Context: an optimization exercise on an open-source flow, tuned for small area. The choices shown serve that exercise and are no tape-out recipe. At most, simulation tests tie the RTL to the original design; equivalence was not proved. Power is estimated from default activity; no workload was simulated.

==> exp/pepper: inputs <==
==> flow/design.v <==
module rmr_o22ai (input logic a1, a2, b1, b2, output logic y);
    assign y = ~((a1 | a2) & (b1 | b2));
endmodule
module rmr_aoi222 (input logic a0, b0, a1, b1, a2, b2, output logic y);
    assign y = ~((a0 & b0) | (a1 & b1) | (a2 & b2));
endmodule
module rmr_nand4 (input logic a, b, c, d, output logic y);
    assign y = ~(a & b & c & d);
endmodule
module rmr_nand3 (input logic a, b, c, output logic y);
    assign y = ~(a & b & c);
endmodule
module rmr_nand2 (input logic a, b, output logic y);
    assign y = ~(a & b);
endmodule
module rmr_or4 (input logic a, b, c, d, output logic y);
    assign y = a | b | c | d;
endmodule
module rmr_or3 (input logic a, b, c, output logic y);
    assign y = a | b | c;
endmodule
module rmr_or2 (input logic a, b, output logic y);
    assign y = a | b;
endmodule
module rmr_inv (input logic a, output logic y);
    assign y = ~a;
endmodule
module rmr_and2 (input logic a, b, output logic y);
    assign y = a & b;
endmodule
module rmr_and3 (input logic a, b, c, output logic y);
    assign y = a & b & c;
endmodule
module rmr_xor2 (input logic a, b, output logic y);
    assign y = a ^ b;
endmodule
module rmr_sel128 (input logic [127:0] sel, input logic [127:0] d, input logic extra, output logic y);
    logic [43:0] n1;
    logic [10:0] p2;
    logic [2:0]  p3;
    for (genvar g = 0; g < 42; g++) begin : g_l1
        rmr_aoi222 u (.a0(sel[3*g]), .b0(d[3*g]), .a1(sel[3*g+1]), .b1(d[3*g+1]),
                      .a2(sel[3*g+2]), .b2(d[3*g+2]), .y(n1[g]));
    end
    rmr_nand2 u_l1_126 (.a(sel[126]), .b(d[126]), .y(n1[42]));
    rmr_nand2 u_l1_127 (.a(sel[127]), .b(d[127]), .y(n1[43]));
    for (genvar g = 0; g < 11; g++) begin : g_l2
        rmr_nand4 u (.a(n1[4*g]), .b(n1[4*g+1]), .c(n1[4*g+2]), .d(n1[4*g+3]), .y(p2[g]));
    end
    rmr_or4 u_l3_0 (.a(p2[0]), .b(p2[1]), .c(p2[2]), .d(p2[3]), .y(p3[0]));
    rmr_or4 u_l3_1 (.a(p2[4]), .b(p2[5]), .c(p2[6]), .d(p2[7]), .y(p3[1]));
    rmr_or3 u_l3_2 (.a(p2[8]), .b(p2[9]), .c(p2[10]), .y(p3[2]));
    rmr_or4 u_l4 (.a(p3[0]), .b(p3[1]), .c(p3[2]), .d(extra), .y(y));
endmodule
module rmr_sel16 (input logic [15:0] sel, input logic [15:0] d, output logic y);
    logic [5:0] n1;
    logic [1:0] p2;
    for (genvar g = 0; g < 5; g++) begin : g_l1
        rmr_aoi222 u (.a0(sel[3*g]), .b0(d[3*g]), .a1(sel[3*g+1]), .b1(d[3*g+1]),
                      .a2(sel[3*g+2]), .b2(d[3*g+2]), .y(n1[g]));
    end
    rmr_nand2 u_l1_last (.a(sel[15]), .b(d[15]), .y(n1[5]));
    rmr_nand3 u_l2_0 (.a(n1[0]), .b(n1[1]), .c(n1[2]), .y(p2[0]));
    rmr_nand3 u_l2_1 (.a(n1[3]), .b(n1[4]), .c(n1[5]), .y(p2[1]));
    rmr_or2 u_l3 (.a(p2[0]), .b(p2[1]), .y(y));
endmodule
module rmr_or128 (input logic [127:0] a, output logic y);
    logic [31:0] o1;
    logic [7:0]  o2;
    logic [1:0]  o3;
    for (genvar g = 0; g < 32; g++) begin : g_l1
        rmr_or4 u (.a(a[4*g]), .b(a[4*g+1]), .c(a[4*g+2]), .d(a[4*g+3]), .y(o1[g]));
    end
    for (genvar g = 0; g < 8; g++) begin : g_l2
        rmr_or4 u (.a(o1[4*g]), .b(o1[4*g+1]), .c(o1[4*g+2]), .d(o1[4*g+3]), .y(o2[g]));
    end
    rmr_or4 u_l3_0 (.a(o2[0]), .b(o2[1]), .c(o2[2]), .d(o2[3]), .y(o3[0]));
    rmr_or4 u_l3_1 (.a(o2[4]), .b(o2[5]), .c(o2[6]), .d(o2[7]), .y(o3[1]));
    rmr_or2 u_l4 (.a(o3[0]), .b(o3[1]), .y(y));
endmodule
module rmr_or16 (input logic [15:0] a, output logic y);
    logic [3:0] o1;
    for (genvar g = 0; g < 4; g++) begin : g_l1
        rmr_or4 u (.a(a[4*g]), .b(a[4*g+1]), .c(a[4*g+2]), .d(a[4*g+3]), .y(o1[g]));
    end
    rmr_or4 u_l2 (.a(o1[0]), .b(o1[1]), .c(o1[2]), .d(o1[3]), .y(y));
endmodule
module real_mem_to_reg #(
    parameter int DATA_W = 16,
    parameter int MEM_AW = 7,
    parameter int REG_AW = 4
) (
    input  logic              CLK,
    input  logic              RESET_N,
    input  logic [DATA_W-1:0] AData,
    input  logic              MemWrite,
    input  logic [DATA_W-1:0] MemData,
    input  logic              IRWrite,
    input  logic [DATA_W-1:0] IRData,
    input  logic              RegWrite,
    output logic [DATA_W-1:0] AccOut
);
    localparam int MEM_DEPTH = 2 ** MEM_AW;
    localparam int REG_DEPTH = 2 ** REG_AW;
    logic                             phase;
    logic [REG_AW-1:0]                ir;
    logic [MEM_DEPTH-1:0][DATA_W-1:0] mem;
    logic [MEM_DEPTH-1:0]             mem_vld;
    logic [REG_DEPTH-1:0][DATA_W-1:0] regs;
    logic [REG_DEPTH-1:0]             reg_vld;
    logic [MEM_AW-1:0] mem_addr;
    assign mem_addr = AData[MEM_AW-1:0];
    logic [7:0]  lo, lo_we;
    logic [15:0] hi;
    logic [3:0]  ir_lo, ir_lo_we, ir_hi;
    always_comb begin
        for (int l = 0; l < 8; l++) begin
            lo[l]    = mem_addr[2:0] == 3'(l);
            lo_we[l] = MemWrite && mem_addr[2:0] == 3'(l);
        end
        for (int h = 0; h < 16; h++) begin
            hi[h] = mem_addr[6:3] == 4'(h);
        end
        for (int k = 0; k < 4; k++) begin
            ir_lo[k]    = ir[1:0] == 2'(k);
            ir_lo_we[k] = RegWrite && ir[1:0] == 2'(k);
            ir_hi[k]    = ir[3:2] == 2'(k);
        end
    end
    logic [MEM_DEPTH-1:0] mem_we, mem_we_n, mem_vld_d, mem_sel;
    for (genvar i = 0; i < MEM_DEPTH; i++) begin : g_mword
        rmr_nand2 u_wen (.a(lo_we[i%8]), .b(hi[i/8]), .y(mem_we_n[i]));
        rmr_inv   u_we  (.a(mem_we_n[i]), .y(mem_we[i]));
        rmr_or2   u_vld (.a(mem_vld[i]), .b(mem_we[i]), .y(mem_vld_d[i]));
        rmr_and3  u_sel (.a(lo[i%8]), .b(hi[i/8]), .c(mem_vld[i]), .y(mem_sel[i]));
    end
    logic [REG_DEPTH-1:0] reg_we, reg_we_n, reg_vld_d, reg_sel;
    for (genvar j = 0; j < REG_DEPTH; j++) begin : g_rword
        rmr_nand2 u_wen (.a(ir_lo_we[j%4]), .b(ir_hi[j/4]), .y(reg_we_n[j]));
        rmr_inv   u_we  (.a(reg_we_n[j]), .y(reg_we[j]));
        rmr_or2   u_vld (.a(reg_vld[j]), .b(reg_we[j]), .y(reg_vld_d[j]));
        rmr_and3  u_sel (.a(ir_lo[j%4]), .b(ir_hi[j/4]), .c(reg_vld[j]), .y(reg_sel[j]));
    end
    logic mem_hit, reg_hit, mem_miss_fill, acc_flip;
    rmr_or128 u_mhit (.a(mem_sel), .y(mem_hit));
    rmr_or16  u_rhit (.a(reg_sel), .y(reg_hit));
    assign mem_miss_fill = phase & ~mem_hit;
    rmr_and2 u_flip (.a(phase), .b(reg_hit), .y(acc_flip));
    logic [DATA_W-1:0] reg_line;
    logic [DATA_W-1:0][MEM_DEPTH/16-1:0] mem_line;
    logic [MEM_DEPTH-1:0][DATA_W-1:0] mem_d;
    logic [REG_DEPTH-1:0][DATA_W-1:0] regs_d;
    for (genvar b = 0; b < DATA_W; b++) begin : g_bit
        logic [MEM_DEPTH-1:0] mcol;
        logic [REG_DEPTH-1:0] rcol;
        logic                 racc;
        for (genvar i = 0; i < MEM_DEPTH; i++) begin : g_mc
            assign mcol[i] = mem[i][b];
            rmr_o22ai u_nx (.a1(mem[i][b]), .a2(mem_we[i]), .b1(mem_we_n[i]), .b2(mem_line[b][i/16]),
                            .y(mem_d[i][b]));
        end
        for (genvar j = 0; j < REG_DEPTH; j++) begin : g_rc
            assign rcol[j] = regs[j][b];
            rmr_o22ai u_nx (.a1(regs[j][b]), .a2(reg_we[j]), .b1(reg_we_n[j]), .b2(reg_line[b]),
                            .y(regs_d[j][b]));
        end
        for (genvar k = 0; k < MEM_DEPTH / 16; k++) begin : g_ml
            rmr_xor2 u_mline (.a(MemData[b]), .b(phase), .y(mem_line[b][k]));
        end
        rmr_sel128 u_mrd (.sel(mem_sel), .d(mcol), .extra(mem_miss_fill), .y(reg_line[b]));
        rmr_sel16  u_rrd (.sel(reg_sel), .d(rcol), .y(racc));
        rmr_xor2   u_acc (.a(racc), .b(acc_flip), .y(AccOut[b]));
    end
    always_ff @(posedge CLK or negedge RESET_N) begin
        if (!RESET_N) begin
            phase <= 1'b0;
        end else begin
            phase <= ~phase;
        end
    end
    always_ff @(posedge CLK or negedge RESET_N) begin
        if (!RESET_N) begin
            ir <= '0;
        end else if (IRWrite) begin
            ir <= IRData[REG_AW-1:0];
        end
    end
    always_ff @(posedge CLK or negedge RESET_N) begin
        if (!RESET_N) begin
            mem_vld <= '0;
            reg_vld <= '0;
        end else begin
            mem_vld <= mem_vld_d;
            reg_vld <= reg_vld_d;
        end
    end
    always_ff @(posedge CLK) begin
        mem  <= mem_d;
        regs <= regs_d;
    end
endmodule
==> flow/flow/run.sh <==
#!/bin/bash
# Standard layout, with clock tree synthesis run without dummy loads.
set -euo pipefail
export CTS_ARGS="-sink_clustering_enable -repair_clock_nets -dont_use_dummy_load -sink_clustering_size 25 -sink_clustering_max_diameter 100 -buf_list {sky130_fd_sc_hd__clkbuf_8 sky130_fd_sc_hd__clkbuf_16}"
bash standard.sh > standard_make.log 2>&1
==> flow/standard.sh <==
#!/bin/bash
# synth_recipe.tcl (not shown) runs the flow's synth.tcl, then flattens the netlist and writes it again
# the make line also repeats each setting of config.mk as NAME=value (left out here)
make -C /OpenROAD-flow-scripts/flow DESIGN_CONFIG=/design/flow/config.mk WORK_HOME=/design/flow/orfs CLKGATE_MAP_FILE= SYNTH_SCRIPT=/design/flow/synth_recipe.tcl "${@:-finish}"
==> flow/config.mk <==
export PLATFORM = sky130hd
export DESIGN_NAME = real_mem_to_reg
export DESIGN_NICKNAME = real_mem_to_reg
export VERILOG_FILES = /design/flow/design.v
export SDC_FILE = /design/flow/constraint.sdc
export NUM_CORES = 4
export LEC_CHECK = 0
export CAP_MARGIN = 10
export CORE_MARGIN = 2
export CORE_UTILIZATION = 60
export GPL_TIMING_DRIVEN = 0
export SLEW_MARGIN = 10
export SYNTH_HIERARCHICAL = 1
export SYNTH_MINIMUM_KEEP_SIZE = 0
==> flow/constraint.sdc <==
create_clock -name core_clock -period 8.0 [get_ports {CLK}]
set_input_delay 1.6000 -clock core_clock [delete_from_list [all_inputs] [get_ports {CLK}]]
set_output_delay 1.6000 -clock core_clock [all_outputs]
set_load 0.01 [all_outputs]
==> exp/ember: changes against exp/pepper <==
--- a/flow/design.v
+++ b/flow/design.v
@@ -21,9 +21,6 @@
 endmodule
 module rmr_or2 (input logic a, b, output logic y);
     assign y = a | b;
-endmodule
-module rmr_inv (input logic a, output logic y);
-    assign y = ~a;
 endmodule
 module rmr_and2 (input logic a, b, output logic y);
     assign y = a & b;
@@ -129,15 +126,15 @@
     end
     logic [MEM_DEPTH-1:0] mem_we, mem_we_n, mem_vld_d, mem_sel;
     for (genvar i = 0; i < MEM_DEPTH; i++) begin : g_mword
+        rmr_and2  u_we  (.a(lo_we[i%8]), .b(hi[i/8]), .y(mem_we[i]));
         rmr_nand2 u_wen (.a(lo_we[i%8]), .b(hi[i/8]), .y(mem_we_n[i]));
-        rmr_inv   u_we  (.a(mem_we_n[i]), .y(mem_we[i]));
         rmr_or2   u_vld (.a(mem_vld[i]), .b(mem_we[i]), .y(mem_vld_d[i]));
         rmr_and3  u_sel (.a(lo[i%8]), .b(hi[i/8]), .c(mem_vld[i]), .y(mem_sel[i]));
     end
     logic [REG_DEPTH-1:0] reg_we, reg_we_n, reg_vld_d, reg_sel;
     for (genvar j = 0; j < REG_DEPTH; j++) begin : g_rword
+        rmr_and2  u_we  (.a(ir_lo_we[j%4]), .b(ir_hi[j/4]), .y(reg_we[j]));
         rmr_nand2 u_wen (.a(ir_lo_we[j%4]), .b(ir_hi[j/4]), .y(reg_we_n[j]));
-        rmr_inv   u_we  (.a(reg_we_n[j]), .y(reg_we[j]));
         rmr_or2   u_vld (.a(reg_vld[j]), .b(reg_we[j]), .y(reg_vld_d[j]));
         rmr_and3  u_sel (.a(ir_lo[j%4]), .b(ir_hi[j/4]), .c(reg_vld[j]), .y(reg_sel[j]));
     end
@@ -146,8 +143,7 @@
     rmr_or16  u_rhit (.a(reg_sel), .y(reg_hit));
     assign mem_miss_fill = phase & ~mem_hit;
     rmr_and2 u_flip (.a(phase), .b(reg_hit), .y(acc_flip));
-    logic [DATA_W-1:0] reg_line;
-    logic [DATA_W-1:0][MEM_DEPTH/16-1:0] mem_line;
+    logic [DATA_W-1:0] mem_line, reg_line;
     logic [MEM_DEPTH-1:0][DATA_W-1:0] mem_d;
     logic [REG_DEPTH-1:0][DATA_W-1:0] regs_d;
     for (genvar b = 0; b < DATA_W; b++) begin : g_bit
@@ -156,7 +152,7 @@
         logic                 racc;
         for (genvar i = 0; i < MEM_DEPTH; i++) begin : g_mc
             assign mcol[i] = mem[i][b];
-            rmr_o22ai u_nx (.a1(mem[i][b]), .a2(mem_we[i]), .b1(mem_we_n[i]), .b2(mem_line[b][i/16]),
+            rmr_o22ai u_nx (.a1(mem[i][b]), .a2(mem_we[i]), .b1(mem_we_n[i]), .b2(mem_line[b]),
                             .y(mem_d[i][b]));
         end
         for (genvar j = 0; j < REG_DEPTH; j++) begin : g_rc
@@ -164,9 +160,7 @@
             rmr_o22ai u_nx (.a1(regs[j][b]), .a2(reg_we[j]), .b1(reg_we_n[j]), .b2(reg_line[b]),
                             .y(regs_d[j][b]));
         end
-        for (genvar k = 0; k < MEM_DEPTH / 16; k++) begin : g_ml
-            rmr_xor2 u_mline (.a(MemData[b]), .b(phase), .y(mem_line[b][k]));
-        end
+        rmr_xor2   u_mline (.a(MemData[b]), .b(phase), .y(mem_line[b]));
         rmr_sel128 u_mrd (.sel(mem_sel), .d(mcol), .extra(mem_miss_fill), .y(reg_line[b]));
         rmr_sel16  u_rrd (.sel(reg_sel), .d(rcol), .y(racc));
         rmr_xor2   u_acc (.a(racc), .b(acc_flip), .y(AccOut[b]));
==> flow/flow/run.sh (replaced) <==
#!/bin/bash
# Standard layout, with clock tree synthesis run without dummy loads.
set -euo pipefail
export CTS_ARGS="-sink_clustering_enable -repair_clock_nets -dont_use_dummy_load -sink_clustering_size 25 -sink_clustering_max_diameter 80 -buf_list {sky130_fd_sc_hd__clkbuf_8 sky130_fd_sc_hd__clkbuf_16}"
bash standard.sh > standard_make.log 2>&1
Settings changed: CORE_UTILIZATION 60 to 50, CTS_BUF_LIST from default to sky130_fd_sc_hd__clkbuf_8 sky130_fd_sc_hd__clkbuf_16, CTS_CLUSTER_DIAMETER from default to 80, CTS_CLUSTER_SIZE from default to 25.
==> exp/quartz: changes against exp/pepper <==
--- a/flow/design.v
+++ b/flow/design.v
@@ -33,6 +33,9 @@
 endmodule
 module rmr_xor2 (input logic a, b, output logic y);
     assign y = a ^ b;
+endmodule
+module rmr_xnor2 (input logic a, b, output logic y);
+    assign y = ~(a ^ b);
 endmodule
 module rmr_sel128 (input logic [127:0] sel, input logic [127:0] d, input logic extra, output logic y);
     logic [43:0] n1;
@@ -146,7 +149,7 @@
     rmr_or16  u_rhit (.a(reg_sel), .y(reg_hit));
     assign mem_miss_fill = phase & ~mem_hit;
     rmr_and2 u_flip (.a(phase), .b(reg_hit), .y(acc_flip));
-    logic [DATA_W-1:0] reg_line;
+    logic [DATA_W-1:0] reg_line, mem_line_n;
     logic [DATA_W-1:0][MEM_DEPTH/16-1:0] mem_line;
     logic [MEM_DEPTH-1:0][DATA_W-1:0] mem_d;
     logic [REG_DEPTH-1:0][DATA_W-1:0] regs_d;
@@ -164,8 +167,9 @@
             rmr_o22ai u_nx (.a1(regs[j][b]), .a2(reg_we[j]), .b1(reg_we_n[j]), .b2(reg_line[b]),
                             .y(regs_d[j][b]));
         end
+        rmr_xnor2  u_mline (.a(MemData[b]), .b(phase), .y(mem_line_n[b]));
         for (genvar k = 0; k < MEM_DEPTH / 16; k++) begin : g_ml
-            rmr_xor2 u_mline (.a(MemData[b]), .b(phase), .y(mem_line[b][k]));
+            rmr_inv u_mldrv (.a(mem_line_n[b]), .y(mem_line[b][k]));
         end
         rmr_sel128 u_mrd (.sel(mem_sel), .d(mcol), .extra(mem_miss_fill), .y(reg_line[b]));
         rmr_sel16  u_rrd (.sel(reg_sel), .d(rcol), .y(racc));
Settings changed: CORE_UTILIZATION 60 to 70, PLACE_DENSITY from default to 0.78.
==> summary.txt <==
* Sequential-to-total area share from yosys stat at 63.7%
* Post-Syn Area at 78300 sq um
* Final hold slack at 0.445 ns
* M2 GR Usage at 51.8%
* PwrDens at 276 nW/um^2
* Core area at 156000 sq um
* Cell internal pwr at 18.1 mW
* Outcome: complete, no violations
* Met2 WL at 128000 um
* Post-Syn Instances at 6559
* Initial Util at 50.2%
-- figures above: exp/ember

==> summary.txt <==
* PwrDens at 282 nW/um^2
* M2 GR Usage at 64.1%
* Initial Util at 70.7%
* Sequential-to-total area share from yosys stat at 63.6%
* Met2 WL at 114000 um
* Outcome: complete, no violations
* Post-Syn Instances at 6687
* Final hold slack at 0.446 ns
* Post-Syn Area at 78400 sq um
* Cell internal pwr at 17.8 mW
* Core area at 111000 sq um
-- figures above: exp/quartz

==> summary.txt <==
* Post-Syn Area at 78900 sq um
* Die X at 367 um
* GRT Total Usage at 40.5%
* PwrDens at 273 nW/um^2
* Initial Util at 60.2%
* Non-Clock Buffer Count at 192
* Sequential-to-total area share from yosys stat at 63.2%
* Cell internal pwr at 17.8 mW
* Core area at 131000 sq um
* Layout non-clock buf frac at 2.80%
* Final hold slack at 0.445 ns
* Met2 WL at 121000 um
* Asr flop ratio synth at 6.07%
* TNS Setup at 0 ns
* CTS clock-pin slew for the worst setup and hold paths at 0.09 ns
* M2 GR Usage at 57.3%
* Post-Syn Instances at 6671
* Outcome: complete, no violations
-- figures above: exp/pepper

For exp/pepper, only the layout was checked, not whether the RTL still works.

-- re-timing with driven ports --
The results above use ideal ports. As a check the final layouts listed here were re-extracted and re-timed, cells and wires unchanged. Step 1 assumes that a clkbuf_16 drives the clock port and a buf_2 every other input. Step 2 moves the port delays by t, midway between the first and last clock arrival at a register: inputs arrive t later, outputs are due t later. That takes back most of the time a late clock gives input paths. Slacks: ideal ports / drivers / drivers and shift; pairs: ideal ports / drivers.
run | t, ns | setup slack, ns | clock arrival spread, ns | worst slew at a driven data input, ns | pins driven straight from the clock port
exp/pepper | 0.815 | 0.880 / 0.919 / 0.104 | 0.066 / 0.066 | 0.05 | 1
exp/ember | 0.852 | 0.661 / 0.723 / -0.129 | 0.068 / 0.068 | 0.09 | 1
exp/quartz | 0.804 | 0.927 / 0.973 / 0.169 | 0.075 / 0.074 | 0.13 | 1
Met with ideal ports but missed after step 2: setup timing in exp/ember. The setup slack of exp/ember, which loses most, moves by +0.062 ns with the drivers and by -0.790 ns with both steps.
